Background: an optimization exercise with open tools, aiming at small area, a short achievable clock period and few clock cycles per item. Do not read the settings as production practice.
In this exercise RTL edits were held to simulation tests only and were not proved equivalent to the original.
Power and IR drop assume default switching activity.

$ cat flow/config.mk
export PLATFORM = sky130hd
export DESIGN_NAME = top_payload_generator
export DESIGN_NICKNAME = top_payload_generator
export VERILOG_FILES = /design/flow/design.v
export SDC_FILE = /design/flow/constraint.sdc
export NUM_CORES = 4
export LEC_CHECK = 0
export CAP_MARGIN = 20
export CORE_MARGIN = 2
export CORE_UTILIZATION = 40
export SLEW_MARGIN = 20
$ cat flow/constraint.sdc
create_clock -name core_clock -period 5.0 [get_ports {clk}]
set_input_delay 1.0000 -clock core_clock [delete_from_list [all_inputs] [get_ports {clk}]]
set_output_delay 1.0000 -clock core_clock [all_outputs]
set_load 0.01 [all_outputs]
$ cat flow/design.v
`timescale 1ns/1ns
package order_pkg;
    typedef enum logic [7:0] {
        NEW     = 8'h30,
        CANCEL  = 8'h34,
        REPLACE = 8'h35
    } exec_type_e;
    typedef enum logic [7:0] {
        BUY  = 8'h31,
        SELL = 8'h32
    } side_e;
    typedef enum logic [7:0] {
        MARKET = 8'h31,
        LIMIT  = 8'h32
    } ord_type_e;
    typedef enum logic [7:0] {
        DAY = 8'h30,
        IOC = 8'h33,
        FOK = 8'h34
    } tif_e;
    typedef logic [31:0]       price_t;
    typedef logic [15:0]       qty_t;
    typedef logic [64-1:0] symbol_t;
    typedef struct packed {
        exec_type_e exec_type;
        side_e      side;
        ord_type_e  ord_type;
        tif_e       tif;
        price_t     price;
        qty_t       qty;
        symbol_t    symbol;
    } order_t;
    typedef logic [5-1:0][7:0] order_no_t;
endpackage
`timescale 1ns/1ns
package stream_pkg;
    typedef logic [64-1:0] beat_t;
    typedef logic [$clog2(4)-1:0] pe_idx_t;
    typedef enum logic [2:0] {
        IDLE,
        HDR,
        BODY,
        SYM,
        TAIL
    } builder_state_e;
    typedef logic [15:0] session_id_t;
    typedef logic [31:0] seq_num_t;
endpackage
`timescale 1ns/1ns
module order_no_counter (
    input  logic                 clk,
    input  logic                 resetn,
    input  logic                 advance_i,
    output order_pkg::order_no_t order_no_o
);
    logic [4*5-1:0] bcd_q;
    logic [5-1:0]   carry;
    always_comb begin
        logic c;
        c = advance_i;
        carry[0] = c;
        for (int d = 1; d < 5; d++) begin
            c = c && (bcd_q[4*(d-1) +: 4] == 4'd9);
            carry[d] = c;
        end
    end
    always_ff @(posedge clk) begin
        if (!resetn) begin
            bcd_q <= '0;
        end else begin
            for (int d = 0; d < 5; d++) begin
                if (carry[d]) begin
                    bcd_q[4*d +: 4] <= (bcd_q[4*d +: 4] == 4'd9) ? 4'd0 : bcd_q[4*d +: 4] + 4'd1;
                end
            end
        end
    end
    logic [8*5-1:0] ascii;
    always_comb begin
        for (int d = 0; d < 5; d++) begin
            ascii[8*d +: 8] = {4'h3, bcd_q[4*d +: 4]};
        end
    end
    assign order_no_o = ascii;
endmodule
`timescale 1ns/1ns
module top_payload_generator (
    input  logic                          clk,
    input  logic                          resetn,
    input  logic [15:0]                   session_id_i,
    input  logic [31:0]                   msg_seq_num_i,
    input  logic [4-1:0]            pe_valid_i,
    input  logic [4*(32 + 32 + 16 + 64)-1:0]   pe_order_i,
    output logic [4-1:0]            pe_ready_o,
    input  logic                          tready_i,
    output logic                          tvalid_o,
    output logic                          tlast_o,
    output logic [64-1:0]            tdata_o
);
    logic                 tvalid_q;
    logic [1:0]           beat_q;      
    stream_pkg::pe_idx_t  eng_q;       
    logic                 have_q;      
    logic [4-1:0]   rdy_q;
    stream_pkg::beat_t    tdata_q;
    order_pkg::order_no_t order_no;
    order_pkg::order_t    ord;
    logic                 ld;
    logic                 adv;         
    logic                 mid;         
    logic [1:0]           nbeat;
    logic                 start;
    logic [4-1:0]   cand;
    stream_pkg::pe_idx_t  pick;
    logic                 found;
    assign ld    = !tvalid_q || tready_i;
    assign mid   = tvalid_q && (beat_q == 2'd0 || beat_q == 2'd1);
    assign start = (!tvalid_q || beat_q == 2'd3) && have_q;
    assign nbeat = (tvalid_q && beat_q != 2'd3) ? beat_q + 2'd1 : 2'd0;
    assign adv   = ld && tvalid_q && beat_q == 2'd2;
    assign ord   = pe_order_i[eng_q*(32 + 32 + 16 + 64) +: (32 + 32 + 16 + 64)];
    assign cand = pe_valid_i & ~rdy_q;
    always_comb begin
        found = 1'b0;
        pick  = eng_q;
        for (int k = 1; k <= 4; k++) begin
            if (!found && cand[stream_pkg::pe_idx_t'(eng_q + k)]) begin
                found = 1'b1;
                pick  = stream_pkg::pe_idx_t'(eng_q + k);
            end
        end
    end
    always_ff @(posedge clk) begin
        if (!resetn) begin
            tvalid_q <= 1'b0;
            beat_q   <= 2'd0;
            eng_q    <= '0;
            have_q   <= 1'b0;
            rdy_q    <= '0;
        end else begin
            rdy_q <= '0;
            if (ld) begin
                if (mid || (tvalid_q && beat_q == 2'd2)) begin
                    beat_q <= nbeat;
                end else if (start) begin
                    tvalid_q <= 1'b1;
                    beat_q   <= 2'd0;
                    have_q   <= 1'b0;
                end else begin
                    tvalid_q <= 1'b0;
                end
                if (tvalid_q && beat_q == 2'd1) begin
                    rdy_q[eng_q] <= 1'b1;
                end
            end
            if (!have_q && !mid) begin
                have_q <= found;
                eng_q  <= pick;
            end
        end
    end
    always_ff @(posedge clk) begin
        if (ld) begin
            case (nbeat)
                2'd0:    tdata_q <= {session_id_i, ord.exec_type, ord.side, msg_seq_num_i};
                2'd1:    tdata_q <= {ord.price, ord.qty, ord.ord_type, ord.tif};
                2'd2:    tdata_q <= ord.symbol;
                default: tdata_q <= {order_no, 24'd0};
            endcase
        end
    end
    order_no_counter u_order_no (
        .clk        (clk),
        .resetn     (resetn),
        .advance_i  (adv),
        .order_no_o (order_no)
    );
    assign tvalid_o   = tvalid_q;
    assign tlast_o    = tvalid_q && beat_q == 2'd3;
    assign tdata_o    = tdata_q;
    assign pe_ready_o = rdy_q;
endmodule
$ cat flow/run.sh
#!/bin/bash
# synth_recipe.tcl (not shown) runs the flow's synth.tcl, then flattens the netlist and writes it again
# the make line also repeats each setting of config.mk as NAME=value (left out here)
make -C /OpenROAD-flow-scripts/flow DESIGN_CONFIG=/design/flow/config.mk WORK_HOME=/design/flow/orfs CLKGATE_MAP_FILE= SYNTH_SCRIPT=/design/flow/synth_recipe.tcl finish
==> results of run 1 <==
[cells in the mapped netlist, drive strengths merged, types with 4 or more instances]
| library cell | count | area share, % |
|---|---|---|
| ha | 8 | 1.2 |
| nand2 | 96 | 4.3 |
| xnor2 | 7 | 0.74 |
| nor2b | 14 | 1.1 |
| inv | 10 | 0.45 |
| a22oi | 69 | 6.2 |
| dfxtp | 30 | 7.2 |
| a21oi | 24 | 1.4 |
| edfxtp | 64 | 23 |
| nor3 | 4 | 0.24 |
| mux4 | 145 | 39 |
| o21ai | 45 | 2.7 |
| and4 | 4 | 0.48 |
| a21boi | 10 | 0.90 |
| clkbuf | 24 | 1.1 |
| and2 | 15 | 1.1 |
| nor2 | 26 | 1.2 |
| nand3 | 8 | 0.54 |
| buf | 39 | 3.4 |
[logic make-up after synthesis]
group / after synthesis
flops: 94
simple gates: 184
mux: 150
xor+xnor: 7
fa+ha+maj: 9
buf+inv: 73
compound gates: 160
==> run notes, run 1 <==
----------------------------------------------------
[Logic synthesis]
  Async set or reset register ratio after synthesis ... 0%
  Number of storage elements in the synthesis netlist ... 94
  Proportion of synthesized chip area in sequential cells ... 30.26%
  Mapped Cells ... 677
  Mapped cell area ... 8337 µm²
  Multiplexer share of the synthesized area ... 39.85%
  Synth Flop Type ... sky130_fd_sc_hd__edfxtp_1
  Synthesized-area fraction occupied by ao, oa, aoi and oai cells ... 12.43%
  Cell variety after synth ... 51
  Average footprint of a synthesized cell ... 12.31 µm²
  Net count after synthesis ... 1316
  Number of flops mapped to enable cells by yosys ... 64
  Dominant combinational cell family by area after synthesis ... multiplexers
  Simple-gate share of the synthesized area ... 10.51%
  Adder-Cell Fraction of Synth Area ... 1.321%
  XOR/XNOR share of the synthesized area ... 0.7354%
  Warnings, synthesis ... 2

[Floorplanning]
  Die H ... 148.4 µm
  Standard-cell row count ... 52
  Die width ... 148.4 µm
  Starting Density ... 40.94%

[Outcome]
  Result of the run ... aborted with a tool error
  Stage reached ... I/O pin placement
  First reported error ... [ERROR PPL-0024] Number of IO pins (701) exceeds maximum number of available positions (528). Increase the die perimeter from 593.46um to 953.36um.

----------------------------------------------------
Testbench counts, summed over its fixed seeds: cycles 38,416, items 9,600.
==> inputs of run 2 (changes only) <==
--- a/flow/config.mk
+++ b/flow/config.mk
@@ -6,6 +6,6 @@
 export NUM_CORES = 4
 export LEC_CHECK = 0
 export CAP_MARGIN = 20
-export CORE_MARGIN = 2
-export CORE_UTILIZATION = 40
+export CORE_AREA = 2.5 2.5 242.5 242.5
+export DIE_AREA = 0 0 245 245
 export SLEW_MARGIN = 20
==> run 2 against run 1 <==
Synthesized area did not move. The run now finishes clean. Synthesized cell count is the same.
==> run notes, run 2 <==
----------------------------------------------------
[Pwr]
  Power per standard cell area ... 325.1 nW/µm²
  Peak VDD IR ... 0.0002035 V
  P_leak ... 5.627 nW
  Final total power ... 5.351 mW

[Routing]
  Post-DRT Antenna Nets ... 0
  DR vias ... 9327
  Aggregate routed wire length ... 52.03 mm
  Pre-Repair DR Iteration Count ... 5
  Number of DRC violations after detailed-routing iteration 0 ... 594
  DRC violation count after routing ... 0
  Vias per std cell ... 4.414
  Wire per inst ... 24.62 µm

[Floorplanning]
  Core box area ... 57370 µm²
  Standard-cell row count ... 88
  Total die area ... 60030 µm²
  Die H ... 245 µm
  Number of top-level design ports ... 701
  Die width ... 245 µm
  Starting Density ... 14.53%

[Worst setup path]
  Data arrival time of the worst path ... 3.24 ns
  Start-to-end type of the worst setup path ... reg2reg
  Flop-to-flop setup slack ... 2.00 ns
  Endpoint of the lowest-slack register-to-register path ... tdata_q[41]
  Start of the worst register-to-register path ... beat_q[0]
  Dominant delay contributor by cell family on the critical path ... buffers and inverters
  Worst Reg-to-Reg Cells ... 6
  Cell chain of the critical path ... inv_2, ha_1, nor4b_2, buf_4, a22oi_1, a21oi_1
  Startpoint type of the worst setup path ... register
  Combined buffer and inverter count along the critical path ... 2
  Endpoint type of the worst setup path ... register
  Maximum cell stage delay along the critical path ... 0.72 ns
  Slowest cell on the critical path ... sky130_fd_sc_hd__buf_4
  Worst EP required ... 5.23 ns
  Maximum net fanout on the critical path ... 64

[Global route]
  Vias in the first global route ... 9664
  Met2 routing resource usage after global routing ... 28.51%
  Initial antenna violation count ... 8
  Wire length of the first global-routing pass ... 70.40 mm
  Fraction of met3 tracks used by global routing ... 5.434%
  Global routing met1 resource utilization ... 19.83%
  Largest net degree at the start of global routing ... 80
  Global Route Usage Sum ... 16.50%
  Overflow left after global routing ... 0
  Most utilized layer in the global route result ... met2

[Logic synthesis]
  Mapped Cells ... 677
  Cell types with the largest area share after synthesis ... sky130_fd_sc_hd__mux4_2, sky130_fd_sc_hd__edfxtp_1, sky130_fd_sc_hd__dfxtp_1, sky130_fd_sc_hd__a22oi_1, sky130_fd_sc_hd__nand2_1
  Async set or reset register ratio after synthesis ... 0%
  Cell variety after synth ... 51
  Mapped cell area ... 8337 µm²
  Average footprint of a synthesized cell ... 12.31 µm²
  Synth Flop Type ... sky130_fd_sc_hd__edfxtp_1
  Warnings, synthesis ... 2
  Proportion of synthesized chip area in sequential cells ... 30.26%
  Fraction of synthesized cell area taken by the top area cell type ... 39.17%
  Commonest cells post-synth ... sky130_fd_sc_hd__mux4_2, sky130_fd_sc_hd__nand2_1, sky130_fd_sc_hd__a22oi_1
  Most numerous cell in the Yosys netlist ... sky130_fd_sc_hd__mux4_2
  Number of storage elements in the synthesis netlist ... 94
  Library cell with the largest summed area after synthesis ... sky130_fd_sc_hd__mux4_2
  Net count after synthesis ... 1316
  Number of flops mapped to enable cells by yosys ... 64

[Timing]
  Final Slew Violations ... 0
  Top achievable clock speed ... 0.3332 GHz
  Final-layout worst hold slack ... 0.4995 ns
  Worst rel slew slack ... 32.06%
  Number of failing hold endpoints at the final stage ... 0
  Setup-failing EPs final ... 0
  Final WS setup ... 1.999 ns
  Slew at the pin closest to its max-slew limit ... 1.017 ns
  Final critical path time including I/O delays and setup ... 3.001 ns
  Unrepaired setup endpoints after global routing ... no
  Sum of negative setup slack ... 0 ns
  Share of the clock period used by the worst path ... 60.03%
  Worst-case clock skew ... 0.01234 ns

[Worst hold path]
  Endpoint, Worst Hold ... u_order_no.bcd_q[8]
  Type of the most critical hold path ... reg2reg
  Cell count of the worst hold path ... 2
  Launch instance of the worst min-delay path ... u_order_no.bcd_q[8]

[Clock network]
  TritonCTS clock tree ... yes
  CTS clock-pin slew for the worst setup and hold paths ... 0.08 ns
  Resized cells post-CTS ... 0
  Hold bufs inserted after CTS ... 0
  H-tree Lvls ... 3
  # clock sinks ... 94
  Longest Clk Path Bufs ... 2
  Clock insertion delay at the later pin of the skew report ... 0.39 ns
  Root Buffer Master ... sky130_fd_sc_hd__clkbuf_16
  Clock buffer count from CTS ... 9
  Post-CTS Repair Setup Buffers ... 0

[Outcome]
  Result of the run ... no timing/DRC/antenna violations

[Final layout]
  Multi-input combinational cell area ... 5428 µm²
  Synthesis-to-finish area growth ... 97.45%
  Final net count ... 1977
  Largest registers ... tdata_q (64), u_order_no.bcd_q (20), rdy_q (4)
  Max reg flops ... 64
  Register name with the most flops ... tdata_q
  Sequential cell area ... 2530 µm²
  Most frequent cells in the layout ... sky130_fd_sc_hd__clkdlybuf4s50_1, sky130_fd_sc_hd__mux4_2, sky130_fd_sc_hd__nand2_1
  Fraction of layout cells with a size suffix above 1 ... 14.15%
  Commonest non-fill, non-tap cell in the layout ... sky130_fd_sc_hd__clkdlybuf4s50_1
  Number of fill cells ... 5876

[Placement]
  Detailed placement HPWL ... 43.45 mm
  Gp weighted congestion ... 0.8384
  Post-Place Setup Slack ... 1.913 ns
  Number of buffer cells added on primary ports ... 700

[Flow run]
  Max-capacitance violation count ... 0

----------------------------------------------------
## run 2: worst min-delay path, stage by stage, from the launching register on
cell	delay [ns]
sky130_fd_sc_hd__dfxtp_1	0.34
sky130_fd_sc_hd__nand2_1	0.06
sky130_fd_sc_hd__o21ai_0	0.06
## run 2: kinds of logic after synthesis
group | Yosys count | share of synthesized area (%)
and+or+nand+nor | 184 | 10.51
DFF | 94 | 30.26
adders and majority gates | 9 | 1.321
muxes | 150 | 39.85
AOI/OAI and AO/OA | 160 | 12.43
xor gates and xnor gates | 7 | 0.7354
buffers and inverters | 73 | 4.908
## run 2: how the worst max path moves through the flow
stage                    from           to  slack, ns  depth (start not counted)
finish              beat_q[0]  tdata_q[41]       2.00                          6
global route        beat_q[0]  tdata_q[35]       1.78                          6
CTS                 beat_q[0]  tdata_q[41]       1.91                          6
detailed placement   tready_i  tdata_q[63]       1.91                          3
global placement    beat_q[0]  tdata_q[38]       1.92                          6
floorplan            tready_i   tdata_q[0]       2.15                          2
## run 2: power breakdown
group | internal [mW] | switching, mW | total (mW)
clock network | 0.359 | 0.393 | 0.752
registers | 1.12 | 0.191 | 1.31
logic | 1.81 | 1.47 | 3.29
total | 3.29 | 2.06 | 5.35
## run 2: final cells by class
type / instances / share of cell area (%)
repair buffers: 713 / 43.66
multi-input cells: 510 / 32.97
flip-flops and latches: 94 / 15.37
well taps: 765 / 5.815
clock buffers: 9 / 1.368
clock inverters: 7 / 0.4941
inverters: 10 / 0.2432
diodes: 5 / 0.07601
## run 2: per-layer routing
metal | wire length, µm | vias up
met1 | 20390 | 4714
met5 | 57 | -
met2 | 26080 | 483
met3 | 4867 | 27
li1 | - | 4095
met4 | 639 | 8
## run 2: stage by stage
stage                     cells  instance area [µm²]  utilization [%]
after floorplan             677                 8337                -
after global placement     2091                16110            28.09
after detailed placement   2092                16140            28.14
after CTS                  2108                16450            28.67
after global routing       2111                16460            28.69
final                      2113                16460            28.69
==> inputs of run 3 (changes only) <==
--- a/flow/design.v
+++ b/flow/design.v
@@ -118,7 +118,15 @@
     assign start = (!tvalid_q || beat_q == 2'd3) && have_q;
     assign nbeat = (tvalid_q && beat_q != 2'd3) ? beat_q + 2'd1 : 2'd0;
     assign adv   = ld && tvalid_q && beat_q == 2'd2;
-    assign ord   = pe_order_i[eng_q*(32 + 32 + 16 + 64) +: (32 + 32 + 16 + 64)];
+    order_pkg::order_t    lane;
+    assign lane = pe_order_i[eng_q*(32 + 32 + 16 + 64) +: (32 + 32 + 16 + 64)];
+    always_comb begin
+        ord           = lane;
+        ord.exec_type = order_pkg::exec_type_e'({4'h3, 1'b0, lane.exec_type[2], 1'b0, lane.exec_type[0]});
+        ord.side      = order_pkg::side_e'({4'h3, 2'b00, ~lane.side[0], lane.side[0]});
+        ord.ord_type  = order_pkg::ord_type_e'({4'h3, 2'b00, ~lane.ord_type[0], lane.ord_type[0]});
+        ord.tif       = order_pkg::tif_e'({4'h3, 1'b0, lane.tif[2], lane.tif[0], lane.tif[0]});
+    end
     assign cand = pe_valid_i & ~rdy_q;
     always_comb begin
         found = 1'b0;
--- a/flow/config.mk
+++ b/flow/config.mk
@@ -8,4 +8,5 @@
 export CAP_MARGIN = 20
 export CORE_AREA = 2.5 2.5 242.5 242.5
 export DIE_AREA = 0 0 245 245
+export SETUP_SLACK_MARGIN = 3.0
 export SLEW_MARGIN = 20
==> run 3 against run 2 <==
Largest power group unchanged. Highest routed layer is now met4. Critical endpoint is now tlast_o. Via count increased by 3.0%. Still clean. Sequential power fell by 15%. Critical path depth down 3.
==> run notes, run 3 <==
----------------------------------------------------
[Routing]
  Aggregate routed wire length ... 53.81 mm
  Met3 routed WL ... 4.035 mm
  Vias per std cell ... 4.446
  DRC violation count after routing ... 0
  Wire length on met1 ... 22.51 mm
  Number of DRC violations after detailed-routing iteration 0 ... 573
  Pre-Repair DR Iteration Count ... 5
  DR vias ... 9603
  Post-DRT Antenna Nets ... 0
  Routed wl met2 ... 26.52 mm
  Wire per inst ... 24.91 µm
  Top routing layer in use ... met4

[Final layout]
  Fin util ... 29.95%
  Fraction of layout cells with a size suffix above 1 ... 36.97%
  Commonest non-fill, non-tap cell in the layout ... sky130_fd_sc_hd__clkdlybuf4s50_1
  Sequential cell area ... 2546 µm²
  Number of fill cells ... 5953
  Multi-input combinational cell area ... 6122 µm²
  Post-route non-filler standard cell count ... 2160
  Max reg flops ... 64
  Largest registers ... tdata_q (64), u_order_no.bcd_q (20), rdy_q (4)
  Register name with the most flops ... tdata_q
  Synthesis-to-finish area growth ... 109.1%
  Most frequent cells in the layout ... sky130_fd_sc_hd__clkdlybuf4s50_1, sky130_fd_sc_hd__dlygate4sd2_1, sky130_fd_sc_hd__mux4_2
  Final net count ... 2027

[Worst setup path]
  Worst EP required ... 4.00 ns
  Data arrival time of the worst path ... 1.19 ns
  Start of the worst register-to-register path ... beat_q[0]
  Start-to-end type of the worst setup path ... reg2out
  Maximum net fanout on the critical path ... 4
  CP startpoint ... beat_q[1]
  Endpoint type of the worst setup path ... primary output
  Slowest cell on the critical path ... sky130_fd_sc_hd__dfxtp_2
  Startpoint type of the worst setup path ... register
  Dominant delay contributor by cell family on the critical path ... flip-flops
  Cell chain of the critical path ... ha_4, and2_4, buf_6
  Maximum cell stage delay along the critical path ... 0.36 ns
  Combined buffer and inverter count along the critical path ... 1

[Global route]
  Overflow left after global routing ... 0
  Initial antenna violation count ... 7
  Wire length of the first global-routing pass ... 70.17 mm
  Global Route Usage Sum ... 16.60%
  Largest net degree at the start of global routing ... 40
  Vias in the first global route ... 9937

[Placement]
  Detailed placement HPWL ... 36.94 mm
  Number of buffer cells added on primary ports ... 596
  Number of cells after detailed placement ... 2036
  Gp weighted congestion ... 0.7993

[Pwr]
  Proportion of power drawn by the clock network ... 14.2%
  Net switching power ... 2.260 mW
  Final total power ... 5.797 mW
  Cell Int Power ... 3.537 mW
  Peak VDD IR ... 0.0001902 V
  Sequential group share of total power ... 19.2%
  Switching power as a share of total power ... 38.99%
  Power per standard cell area ... 337.3 nW/µm²
  Logic gate share of total power ... 66.6%
  P_leak ... 6.751 nW

[Floorplanning]
  Starting Density ... 14.32%
  Number of top-level design ports ... 701
  Die width ... 245 µm
  Die H ... 245 µm
  Total die area ... 60030 µm²
  Core box area ... 57370 µm²
  Standard-cell row count ... 88

[Flow run]
  Max-capacitance violation count ... 0

[Logic synthesis]
  Number of storage elements in the synthesis netlist ... 94
  Cell variety after synth ... 52
  Cell types with the largest area share after synthesis ... sky130_fd_sc_hd__mux4_2, sky130_fd_sc_hd__edfxtp_1, sky130_fd_sc_hd__dfxtp_1, sky130_fd_sc_hd__a21oi_1, sky130_fd_sc_hd__nor2b_1
  Number of flops mapped to enable cells by yosys ... 64
  Fraction of synthesized cell area taken by the top area cell type ... 31.80%
  Async set or reset register ratio after synthesis ... 0%
  Most numerous cell in the Yosys netlist ... sky130_fd_sc_hd__mux4_2
  Net count after synthesis ... 1367
  Average footprint of a synthesized cell ... 11.29 µm²
  Synth Flop Type ... sky130_fd_sc_hd__edfxtp_1
  Warnings, synthesis ... 2
  Commonest cells post-synth ... sky130_fd_sc_hd__mux4_2, sky130_fd_sc_hd__a21oi_1, sky130_fd_sc_hd__edfxtp_1
  Proportion of synthesized chip area in sequential cells ... 30.70%
  Mapped cell area ... 8217 µm²
  Mapped Cells ... 728
  Library cell with the largest summed area after synthesis ... sky130_fd_sc_hd__mux4_2

[Timing]
  Setup-failing EPs final ... 0
  Slew at the pin closest to its max-slew limit ... 0.9461 ns
  Unrepaired setup endpoints after global routing ... yes
  Final Slew Violations ... 0
  Worst rel slew slack ... 36.64%
  Worst-case clock skew ... 0.01118 ns
  Top achievable clock speed ... 0.4572 GHz
  Final critical path time including I/O delays and setup ... 2.187 ns
  Number of failing hold endpoints at the final stage ... 0
  Sum of negative setup slack ... 0 ns
  Share of the clock period used by the worst path ... 43.75%

[Worst hold path]
  Launch instance of the worst min-delay path ... u_order_no.bcd_q[13]
  Type of the most critical hold path ... reg2reg

[Clock network]
  H-tree Lvls ... 3
  Clock insertion delay at the later pin of the skew report ... 0.40 ns
  Longest Clk Path Bufs ... 2
  CTS clock-pin slew for the worst setup and hold paths ... 0.09 ns
  TritonCTS clock tree ... yes
  Root Buffer Master ... sky130_fd_sc_hd__clkbuf_16
  # clock sinks ... 94
  Clock buffer count from CTS ... 9

[Outcome]
  Result of the run ... no timing/DRC/antenna violations

----------------------------------------------------
==> run 3: changes by cell type in the layout (fill, tap and decap cells not counted), sizes merged, moves of 30 or more <==
| cell | previous run | this run |
|---|---|---|
| a21oi | 24 | 86 |
| a22oi | 69 | 5 |
| buf | 13 | 186 |
| clkdlybuf4s50 | 700 | 300 |
| dlygate4sd2 | 0 | 151 |
| dlymetal6s2s | 0 | 36 |
| nand2 | 96 | 50 |
| nor2b | 14 | 44 |
| o22ai | 2 | 37 |
==> run 3: metrics by stage <==
step | area (µm²) | hold WS [ns] | setup WS [ns]
3_5_place_dp | 15030 | 0.4882 | 1.734
6_report | 17180 | 0.5166 | 2.813
3_3_place_gp | 15030 | 0.4937 | 1.792
2_1_floorplan | 8404 | 0.4718 | 2.538
4_1_cts | 16280 | 0.5150 | 2.760
5_1_grt | 17180 | 0.5579 | 2.775
==> run 3: worst min-delay path: stages (launching register included) <==
cell,delay [ns]
sky130_fd_sc_hd__dfxtp_1,0.34
sky130_fd_sc_hd__nand2_1,0.06
sky130_fd_sc_hd__o22ai_1,0.06
==> run 3: power groups by stage <==
stage / clock [mW] / combinational [mW] / sequential [mW]
after floorplan: 0 / 1.73 / 1.19
after global placement: 0 / 2.89 / 1.25
after detailed placement: 0 / 2.91 / 1.25
after CTS: 0.862 / 3.61 / 1.11
after global routing: 0.878 / 4.09 / 1.13
final: 0.821 / 3.86 / 1.12
==> run 3: cells by family (layout without fill, tap and decap cells) <==
| family | Yosys count | count (layout) | synth area share (%) |
|---|---|---|---|
| adders and majority gates | 9 | 9 | 1.355 |
| DFF | 94 | 94 | 30.70 |
| buffers and inverters | 81 | 743 | 5.406 |
| other | 0 | 2 | 0 |
| muxes | 140 | 140 | 35.51 |
| AOI/OAI and AO/OA | 197 | 197 | 13.40 |
| and+or+nand+nor | 197 | 200 | 12.56 |
| xor gates and xnor gates | 10 | 10 | 1.066 |
==> run 3: timing repair <==
item                                    4_1_cts  5_1_grt
hold buffers                                  0        0
gates resized for setup                     688      160
buffers inserted                             55       27
endpoints found under the setup margin      228       76
pin swaps                                    60       45
cloned                                       15        9
==> run 3: area by class of cell <==
cell class	count	area share, %
diodes	2	0.02913
multi-input cells	556	35.63
well taps	765	5.571
clock inverters	6	0.4515
flip-flops and latches	94	14.82
repair inverters	1	0.04369
inverters	11	0.3568
clock buffers	10	1.391
repair buffers	715	41.71
==> run 3: path summary, 6_finish.rpt <==
kind | to | slack [ns] | depth (start not counted)
max | tlast_o | 2.81 | 3
min | u_order_no.bcd_q[15] | 0.52 | 2
max reg2reg | u_order_no.bcd_q[19] | 2.83 | 11
min reg2reg | u_order_no.bcd_q[15] | 0.52 | 2
==> run 3: layer usage <==
metal  GRT usage, %  vias up
met4          3.437        0
met3          4.220       37
met2          28.95      521
met1          20.64     4818
li1               -     4227
met5              0        -
Testbench counts of run 3, summed over its fixed seeds: cycles 38,416, items 9,600.

static timing again, ports no longer ideal:
No port has a modelled driver above. Below, the same layouts with a new extraction and two added sets of constraints.
Step 1 (the two cells are an assumption about what drives the block):
set clk [get_ports {clk}]
set_driving_cell -lib_cell sky130_fd_sc_hd__clkbuf_16 $clk
set_driving_cell -lib_cell sky130_fd_sc_hd__buf_2 [delete_from_list [all_inputs] $clk]
Step 2 also shifts input and output timing later by t, the mid clock arrival at the registers, as if the neighbouring blocks saw the same clock.
Three values: ideal, step 1, step 2; two values: the first two.
run	shift t [ns]	setup WS [ns]	clock arrival spread, ns	worst register clock-pin slew, ns	cell pins on the clock port's net
run 2	0.430	1.999 / 1.999 / 1.914	0.016 / 0.016	0.09 / 0.09	1
run 3	0.449	2.813 / 2.758 / 2.460	0.015 / 0.015	0.09 / 0.09	1
After both steps setup and hold are still met in every run listed. The setup slack of run 3, which loses most, moves by -0.055 ns with the drivers and by -0.353 ns with both steps.
